What follows belongs to an exercise in optimizing a design on an open flow for small area, a short achievable clock period and few clock cycles; a production flow would make more cautious choices.
Function was checked by simulation only, so behaviour that the tests miss may differ from the original.
Power figures rest on the tool's default switching activity, not on a simulated workload.

[config.mk]
export PLATFORM = sky130hd
export DESIGN_NAME = sha256_msg_padder
export DESIGN_NICKNAME = sha256_msg_padder
export VERILOG_FILES = /design/flow/design.v
export SDC_FILE = /design/flow/constraint.sdc
export NUM_CORES = 4
export LEC_CHECK = 0
export CAP_MARGIN = 20
export CORE_MARGIN = 2
export CORE_UTILIZATION = 40
export SLEW_MARGIN = 20
[constraint.sdc]
create_clock -name core_clock -period 5.0 [get_ports {Clk}]
set_input_delay 1.0000 -clock core_clock [delete_from_list [all_inputs] [get_ports {Clk}]]
set_output_delay 1.0000 -clock core_clock [all_outputs]
set_load 0.01 [all_outputs]
[design.v]
package sha256_pkg;
  localparam int SHA_BLOCK_W   = 512;
  localparam int SHA_DIGEST_W  = 256;
  localparam int BLK_BYTES     = SHA_BLOCK_W / 8;
  localparam int LEN_FIELD_OFS = 56;
  localparam logic [7:0] PAD_BYTE = 8'h80;
  typedef enum logic [2:0] {
    ST_FILL = 3'd0,
    ST_PAD  = 3'd1,
    ST_LEN  = 3'd2,
    ST_SEND = 3'd3,
    ST_WAIT = 3'd4
  } pad_state_t;
endpackage
import sha256_pkg::*;
module sha256_blk_buf (
  input  logic                   Clk,
  input  logic                   wr_en,
  input  logic [5:0]             wr_addr,
  input  logic [7:0]             wr_data,
  input  logic                   len_en,
  input  logic [63:0]            len_data,
  output logic [SHA_BLOCK_W-1:0] rd_data
);
  logic [7:0] mem [BLK_BYTES];
  always_ff @(posedge Clk) begin
    if (wr_en) begin
      mem[wr_addr] <= wr_data;
    end
    if (len_en) begin
      for (int i = 0; i < 8; i++) begin
        mem[6'(LEN_FIELD_OFS + i)] <= len_data[63 - 8*i -: 8];
      end
    end
  end
  for (genvar g = 0; g < BLK_BYTES; g++) begin : g_rd
    assign rd_data[SHA_BLOCK_W - 1 - 8*g -: 8] = mem[g];
  end
endmodule
import sha256_pkg::*;
module sha256_msg_padder #(
  parameter int LEN_W   = 64,
  parameter int TIMEOUT = 4096
) (
  input  logic                   Clk,
  input  logic                   Rst,
  input  logic [7:0]             i_Byte,
  input  logic                   i_fValid,
  input  logic                   i_fLast,
  output logic                   o_fReady,
  output logic [SHA_BLOCK_W-1:0] o_Data,
  output logic                   o_fStart,
  output logic                   o_fFirst,
  input  logic                   i_fDone,
  output logic                   o_fMsgDone,
  output logic                   o_fErr
);
  localparam int TMO_W = (TIMEOUT > 1) ? $clog2(TIMEOUT + 1) : 1;
  sha256_pkg::pad_state_t state_q, state_d;
  logic [6:0]             ptr_q, ptr_d;
  logic [LEN_W-1:0]       len_q, len_d;
  logic [LEN_W:0]         len_sum;
  logic [TMO_W-1:0]       wait_cnt_q, wait_cnt_d;
  logic                   first_q, first_d;
  logic                   need80_q, need80_d;
  logic                   pad_pend_q, pad_pend_d;
  logic                   final_q, final_d;
  logic                   err_q, err_d;
  logic                   msg_done_q, msg_done_d;
  logic                   rdy_en_q;
  logic [SHA_BLOCK_W-1:0] data_q, blk_rd;
  logic                   wr_en, len_en, ready, start, first_out, timed_out;
  logic [7:0]             wr_data;
  logic [63:0]            len_field;
  assign len_sum   = {1'b0, len_q} + (LEN_W + 1)'(8);
  assign len_field = 64'(len_q);
  assign timed_out = (TIMEOUT != 0) && (wait_cnt_q == TMO_W'(TIMEOUT));
  sha256_blk_buf u_buf (
    .Clk      (Clk),
    .wr_en    (wr_en),
    .wr_addr  (ptr_q[5:0]),
    .wr_data  (wr_data),
    .len_en   (len_en),
    .len_data (len_field),
    .rd_data  (blk_rd)
  );
  always_ff @(posedge Clk or posedge Rst) begin
    if (Rst) begin
      state_q    <= ST_FILL;
      ptr_q      <= '0;
      len_q      <= '0;
      wait_cnt_q <= '0;
      first_q    <= 1'b1;
      need80_q   <= 1'b0;
      pad_pend_q <= 1'b0;
      final_q    <= 1'b0;
      err_q      <= 1'b0;
      msg_done_q <= 1'b0;
      rdy_en_q   <= 1'b0;
      data_q     <= '0;
    end else begin
      state_q    <= state_d;
      ptr_q      <= ptr_d;
      len_q      <= len_d;
      wait_cnt_q <= wait_cnt_d;
      first_q    <= first_d;
      need80_q   <= need80_d;
      pad_pend_q <= pad_pend_d;
      final_q    <= final_d;
      err_q      <= err_d;
      msg_done_q <= msg_done_d;
      rdy_en_q   <= 1'b1;
      if (state_q == ST_SEND) begin
        data_q <= blk_rd;
      end
    end
  end
  always_comb begin
    state_d    = state_q;
    ptr_d      = ptr_q;
    len_d      = len_q;
    wait_cnt_d = wait_cnt_q;
    first_d    = first_q;
    need80_d   = need80_q;
    pad_pend_d = pad_pend_q;
    final_d    = final_q;
    err_d      = err_q;
    msg_done_d = 1'b0;
    wr_en      = 1'b0;
    wr_data    = i_Byte;
    len_en     = 1'b0;
    ready      = 1'b0;
    start      = 1'b0;
    first_out  = 1'b0;
    case (state_q)
      ST_FILL: begin
        ready = rdy_en_q;
        if (rdy_en_q && i_fValid) begin
          wr_en = 1'b1;
          ptr_d = ptr_q + 7'd1;
          len_d = len_sum[LEN_W-1:0];
          if (len_sum[LEN_W]) begin
            err_d = 1'b1;
          end
          if (i_fLast) begin
            need80_d = 1'b1;
            if (ptr_q == 7'd63) begin
              pad_pend_d = 1'b1;
              state_d    = ST_SEND;
            end else begin
              state_d = ST_PAD;
            end
          end else if (ptr_q == 7'd63) begin
            state_d = ST_SEND;
          end
        end
      end
      ST_PAD: begin
        wr_en    = 1'b1;
        wr_data  = need80_q ? PAD_BYTE : 8'h00;
        need80_d = 1'b0;
        ptr_d    = ptr_q + 7'd1;
        if (ptr_q == 7'(LEN_FIELD_OFS - 1)) begin
          state_d = ST_LEN;
        end else if (ptr_q == 7'd63) begin
          pad_pend_d = 1'b1;
          state_d    = ST_SEND;
        end
      end
      ST_LEN: begin
        len_en  = 1'b1;
        final_d = 1'b1;
        state_d = ST_SEND;
      end
      ST_SEND: begin
        start      = 1'b1;
        first_out  = first_q;
        first_d    = 1'b0;
        wait_cnt_d = '0;
        state_d    = ST_WAIT;
      end
      ST_WAIT: begin
        if (i_fDone) begin
          ptr_d = '0;
          if (final_q) begin
            msg_done_d = 1'b1;
            len_d      = '0;
            first_d    = 1'b1;
            final_d    = 1'b0;
            state_d    = ST_FILL;
          end else if (pad_pend_q) begin
            pad_pend_d = 1'b0;
            state_d    = ST_PAD;
          end else begin
            state_d = ST_FILL;
          end
        end else if (timed_out) begin
          err_d      = 1'b1;
          ptr_d      = '0;
          len_d      = '0;
          first_d    = 1'b1;
          final_d    = 1'b0;
          pad_pend_d = 1'b0;
          need80_d   = 1'b0;
          state_d    = ST_FILL;
        end else begin
          wait_cnt_d = wait_cnt_q + TMO_W'(1);
        end
      end
      default: begin
        state_d = ST_FILL;
      end
    endcase
  end
  assign o_Data     = (state_q == ST_SEND) ? blk_rd : data_q;
  assign o_fReady   = ready;
  assign o_fStart   = start;
  assign o_fFirst   = first_out;
  assign o_fMsgDone = msg_done_q;
  assign o_fErr     = err_q;
endmodule
[run.sh]
#!/bin/bash
# synth_recipe.tcl (not shown) runs the flow's synth.tcl, then flattens the netlist and writes it again
# the make line also repeats each setting of config.mk as NAME=value (left out here)
make -C /OpenROAD-flow-scripts/flow DESIGN_CONFIG=/design/flow/config.mk WORK_HOME=/design/flow/orfs CLKGATE_MAP_FILE= SYNTH_SCRIPT=/design/flow/synth_recipe.tcl finish
==> results.py <==
metrics = {
    "floorplan": {
        "start_util_pct": 40.2,
        "chipWidth_um": 323,
        "die-height_um": 323,
        "top_level_ports": 530,
        "core.rowCount": 117,
        "core_area_um2": 101000,
        "overall_die_area_um2": 104000,
    },
    "sta": {
        "maxSlewHeadroom_pct": 28.4,
        "setup_violations": 0,
        "timing.final.crit_share_pct": 91.8,
        "final.min_clock_period_ns": 4.59,
        "hold_violations": 0,
        "grt_setup_unrepaired": "no",
        "tightestPinTransition_ns": 1.07,
        "finalMaxSlewViolations": 0,
        "fin_skew_ns": 0.0310,
        "clock.fmax_mhz": 218,
    },
    "worst_setup_path": {
        "rr_worst_depth": 5,
        "worst-endpoint-required_ns": 4.00,
        "r2r_start": "state_q[1]",
        "timing.critical_path.from_type": "flip-flop",
        "critical_path_fanout_max": 100,
        "crit_path_end_kind": "primary output",
        "r2r_slack_ns": 1.81,
        "critical_path_class": "flip-flop to primary output",
        "worstPathArrival_ns": 3.59,
        "r2r_end": "u_buf.mem[15][5]",
    },
    "synth": {
        "synth_enable_flop_cells": 512,
        "library_cells_used_by_synthesis": 66,
        "syn-mean-instance-area_um2": 11.9,
        "synthDominantCellAreaShare_pct": 37.8,
        "synth.net_count": 3451,
        "synth_cells": 3434,
        "synthTopCellsByArea": "sky130_fd_sc_hd__edfxtp_1 (38%), sky130_fd_sc_hd__dfrtp_1 (37%), sky130_fd_sc_hd__nand2_1 (15%)",
        "yosys_warnings": 2,
        "synth-seq-cells": 1115,
        "yosys_most_used_dff": "sky130_fd_sc_hd__dfrtp_1",
        "synth_xor_xnor_area_share_pct": 0.301,
        "main_combinational_cell_family_by_area_after_synthesis": "simple AND/OR/NAND/NOR gates",
        "yosys.area_share.adder_pct": 0.123,
        "ys_async_sr_fraction_pct": 54.1,
        "synth_mux_area_share_pct": 0.224,
        "synth_sequential_area_ratio_pct": 74.8,
        "area_share_of_and_or_nand_nor_cells_after_synthesis_pct": 18.9,
        "synth_compound_area_share_pct": 3.79,
        "netlist.top_cell.by_area": "sky130_fd_sc_hd__edfxtp_1",
        "mappedNetlistArea_um2": 40700,
    },
    "global_routing": {
        "grt_pass1_vias": 27100,
        "grt_first_pass_wirelength_mm": 175,
        "grtUsageTotal_pct": 22.6,
        "grt_max_degree": 192,
        "grt_antenna_before_repair": 4,
        "overflow": 0,
    },
    "placed_design": {
        "place.detailed.hpwl_mm": 74.4,
        "place_area_um2": 47900,
        "finalWeightedCongestion": 0.799,
        "place.port_buffers": 529,
    },
    "power": {
        "switching_power_uw": 6580,
        "power_frac_comb_pct": 17.9,
        "power.density_cell_area_nw_per_um2": 463,
        "p_int_uw": 17400,
        "peakVddDrop_v": 0.000277,
        "power.leakage_uw": 0.0229,
        "clock_power_share_pct": 36.0,
        "power.sequential.fraction_pct": 46.1,
        "total_power_uw": 24000,
        "netSwitchingFraction_pct": 27.5,
    },
    "worst_hold_path": {
        "worstHoldPathCells": 2,
        "min_delay_worst_endpoint": "data_q[500]",
        "hold_path.startpoint": "u_buf.mem[1][4]",
        "worstHoldPathType": "flip-flop to flip-flop",
    },
    "final_layout": {
        "layout_overhead_on_the_synthesized_area_pct": 27.2,
        "final_design_area_no_fill_um2": 51800,
        "finalNetCount": 4016,
        "layout-drive-gt1-share_pct": 7.19,
    },
    "drt": {
        "route.detailed.wl_per_inst_um": 21.6,
        "detail_route.drc_violations": 0,
        "detailroute.via_count": 27400,
        "avgViaCountPerCell": 5.01,
        "first_iter_violations": 2581,
        "postRouteWirelength_mm": 118,
        "detail_route.first_pass.iterations": 7,
        "antenna_violating_nets_post_route": 0,
    },
    "status": {
        "outcome": "no timing/DRC/antenna violations",
    },
    "clock_network": {
        "tritoncts.num_buffers": 116,
        "worst_setup_hold_path_clk_slew_ns": 0.06,
        "cts_repair_resize_count": 0,
        "htreeDepth": 3,
        "cts_num_sinks": 1115,
        "post_cts.repair.setup_buffers": 0,
        "cts-root-buf": "sky130_fd_sc_hd__clkbuf_16",
        "clock_tree.buffer_depth": 3,
        "clock_insertion_delay_worst_skew_ns": 0.71,
        "holdBufCountCts": 0,
        "tritoncts": "yes",
    },
    "run": {
        "max_cap_violations": 0,
    },
}
power groups by stage:
stage | registers (uW) | logic (uW) | clock network, uW
floorplan | 11100 | 1800 | 0
global placement | 11200 | 4320 | 0
detailed placement | 11200 | 4340 | 0
CTS | 11100 | 4360 | 8810
global route | 11100 | 4620 | 9170
finish | 11000 | 4290 | 8630
critical path, cell delays in order (launching register included):
cell                              delay, ns
sky130_fd_sc_hd__dfrtp_1               0.79
sky130_fd_sc_hd__nand2_1               0.10
sky130_fd_sc_hd__or2_4                 0.32
sky130_fd_sc_hd__clkinv_8              0.42
sky130_fd_sc_hd__buf_4                 0.43
sky130_fd_sc_hd__nand2_1               0.09
sky130_fd_sc_hd__nand2_1               0.10
sky130_fd_sc_hd__clkdlybuf4s50_1       0.60
registers in the layout (all words and copies together), names as in the netlist:
signal / flops
final_q: 1
need80_q: 1
state_q: 3
ptr_q: 7
rdy_en_q: 1
wait_cnt_q: 13
msg_done_q: 1
len_q: 61
u_buf.mem: 512
first_q: 1
err_q: 1
data_q: 512
pad_pend_q: 1
cell families after synthesis:
family          after synthesis
simple gates               1881
buf+inv                     182
xor+xnor                     14
other cells                   1
fa+ha+maj                     4
flops                      1115
mux                           9
compound gates              228
Yosys cell counts (13+ instances only):
master and n:
sky130_fd_sc_hd__nand3_1 35, sky130_fd_sc_hd__nor2_1 91, sky130_fd_sc_hd__o31ai_1 30, sky130_fd_sc_hd__and3_1 15
sky130_fd_sc_hd__or4_1 29, sky130_fd_sc_hd__dfrtp_1 602, sky130_fd_sc_hd__or3_1 21, sky130_fd_sc_hd__o21ai_0 42
sky130_fd_sc_hd__buf_2 31, sky130_fd_sc_hd__nand2_1 1597, sky130_fd_sc_hd__inv_1 16, sky130_fd_sc_hd__a21oi_1 53
sky130_fd_sc_hd__nor3_1 13, sky130_fd_sc_hd__and2_1 15, sky130_fd_sc_hd__nand4_1 19, sky130_fd_sc_hd__clkbuf_1 124
sky130_fd_sc_hd__edfxtp_1 512, sky130_fd_sc_hd__a21o_1 56
layout make-up:
type,count,area [um^2]
repair buffers,613,6190
well taps,1368,1710
inverters,16,76.3
clock inverters,61,629
clock buffers,161,3210
flip-flops and latches,1115,30500
multi-input cells,2137,9510
diodes,1,2.50
fillers,8881,49500
stage by stage:
stage	hold slack (ns)	TNS, ns	setup slack [ns]	utilization (%)	instances
final	0.446	0	0.409	51.1	5472
after global routing	0.475	0	0.152	51.1	5471
after CTS	0.447	0	0.175	51.1	5471
after detailed placement	0.445	0	0.940	47.3	5249
after global placement	0.443	0	0.948	47.3	5249
after floorplan	0.436	-2544.98	-4.22	-	3434
cells in the final DEF, fill, tap and decap left out, types with 4 or more instances in the layout:
master / instances
sky130_fd_sc_hd__clkinv_1: 12
sky130_fd_sc_hd__clkinvlp_4: 4
sky130_fd_sc_hd__inv_6: 4
sky130_fd_sc_hd__buf_4: 63
sky130_fd_sc_hd__buf_12: 21
sky130_fd_sc_hd__a21o_1: 56
sky130_fd_sc_hd__mux2i_1: 8
sky130_fd_sc_hd__o21ai_0: 41
sky130_fd_sc_hd__or4_1: 29
sky130_fd_sc_hd__dfrtp_1: 602
sky130_fd_sc_hd__nand4_1: 19
sky130_fd_sc_hd__ha_1: 4
sky130_fd_sc_hd__xnor2_1: 4
sky130_fd_sc_hd__nand2_1: 1597
sky130_fd_sc_hd__nand2b_1: 6
sky130_fd_sc_hd__clkdlybuf4s50_1: 529
sky130_fd_sc_hd__clkinv_2: 27
sky130_fd_sc_hd__and2_1: 8
sky130_fd_sc_hd__o2111ai_1: 7
sky130_fd_sc_hd__nand3_1: 35
sky130_fd_sc_hd__o211ai_1: 6
sky130_fd_sc_hd__nor2_1: 90
sky130_fd_sc_hd__and3_1: 15
sky130_fd_sc_hd__edfxtp_1: 512
sky130_fd_sc_hd__nor3_1: 13
sky130_fd_sc_hd__bufinv_16: 10
sky130_fd_sc_hd__clkbuf_8: 12
sky130_fd_sc_hd__a21oi_1: 53
sky130_fd_sc_hd__xor2_1: 10
sky130_fd_sc_hd__clkbuf_16: 117
sky130_fd_sc_hd__nor4_1: 8
sky130_fd_sc_hd__and4_1: 4
sky130_fd_sc_hd__o21a_1: 11
sky130_fd_sc_hd__or3_1: 21
sky130_fd_sc_hd__a31oi_1: 4
sky130_fd_sc_hd__inv_1: 14
sky130_fd_sc_hd__clkbuf_1: 32
sky130_fd_sc_hd__and2_2: 6
sky130_fd_sc_hd__o31ai_1: 30
worst max-delay path by stage:
stage                             to  depth (start not counted)  slack (ns)       start
finish                   o_Data[208]                          7        0.41  state_q[1]
global route             o_Data[105]                          7        0.15  state_q[1]
CTS                       o_Data[55]                          7        0.17  state_q[1]
detailed placement  u_buf.mem[55][2]                          6        0.94    i_fValid
global placement    u_buf.mem[55][2]                          6        0.95    i_fValid
floorplan                  data_q[0]                          1       -4.22         Rst
layer usage:
| metal | wire length, um | vias to the layer above | global-route usage, % |
|---|---|---|---|
| li1 | - | 12600 | - |
| met1 | 51000 | 13700 | 31.2 |
| met2 | 56100 | 881 | 36.3 |
| met3 | 6940 | 217 | 3.94 |
| met4 | 3940 | 2 | 7.52 |
| met5 | 14 | - | 0 |
Testbench counts, summed over its fixed seeds: cycles 106,432.

## re-timing with driven ports
No port has a modelled driver above. Below, the same layout with a new extraction and two added sets of constraints. Step 1, drivers: a clkbuf_16 drives Clk and a buf_2 each remaining input, both assumed. Step 2, shift: input delay + t, output delay - t, t = (earliest + latest rising clock arrival at the registers) / 2. This alone moves slack from input paths to output paths. Slacks: ideal ports / drivers / drivers and shift; pairs: ideal ports / drivers.
t (ns): 0.762
setup WS [ns]: 0.409 / 0.341 / 0.968
worst hold slack (ns): 0.446 / 0.446 / 0.446
After both steps setup and hold are still met in this run. The setup slack of this run moves by -0.068 ns with the drivers and by +0.559 ns with both steps.
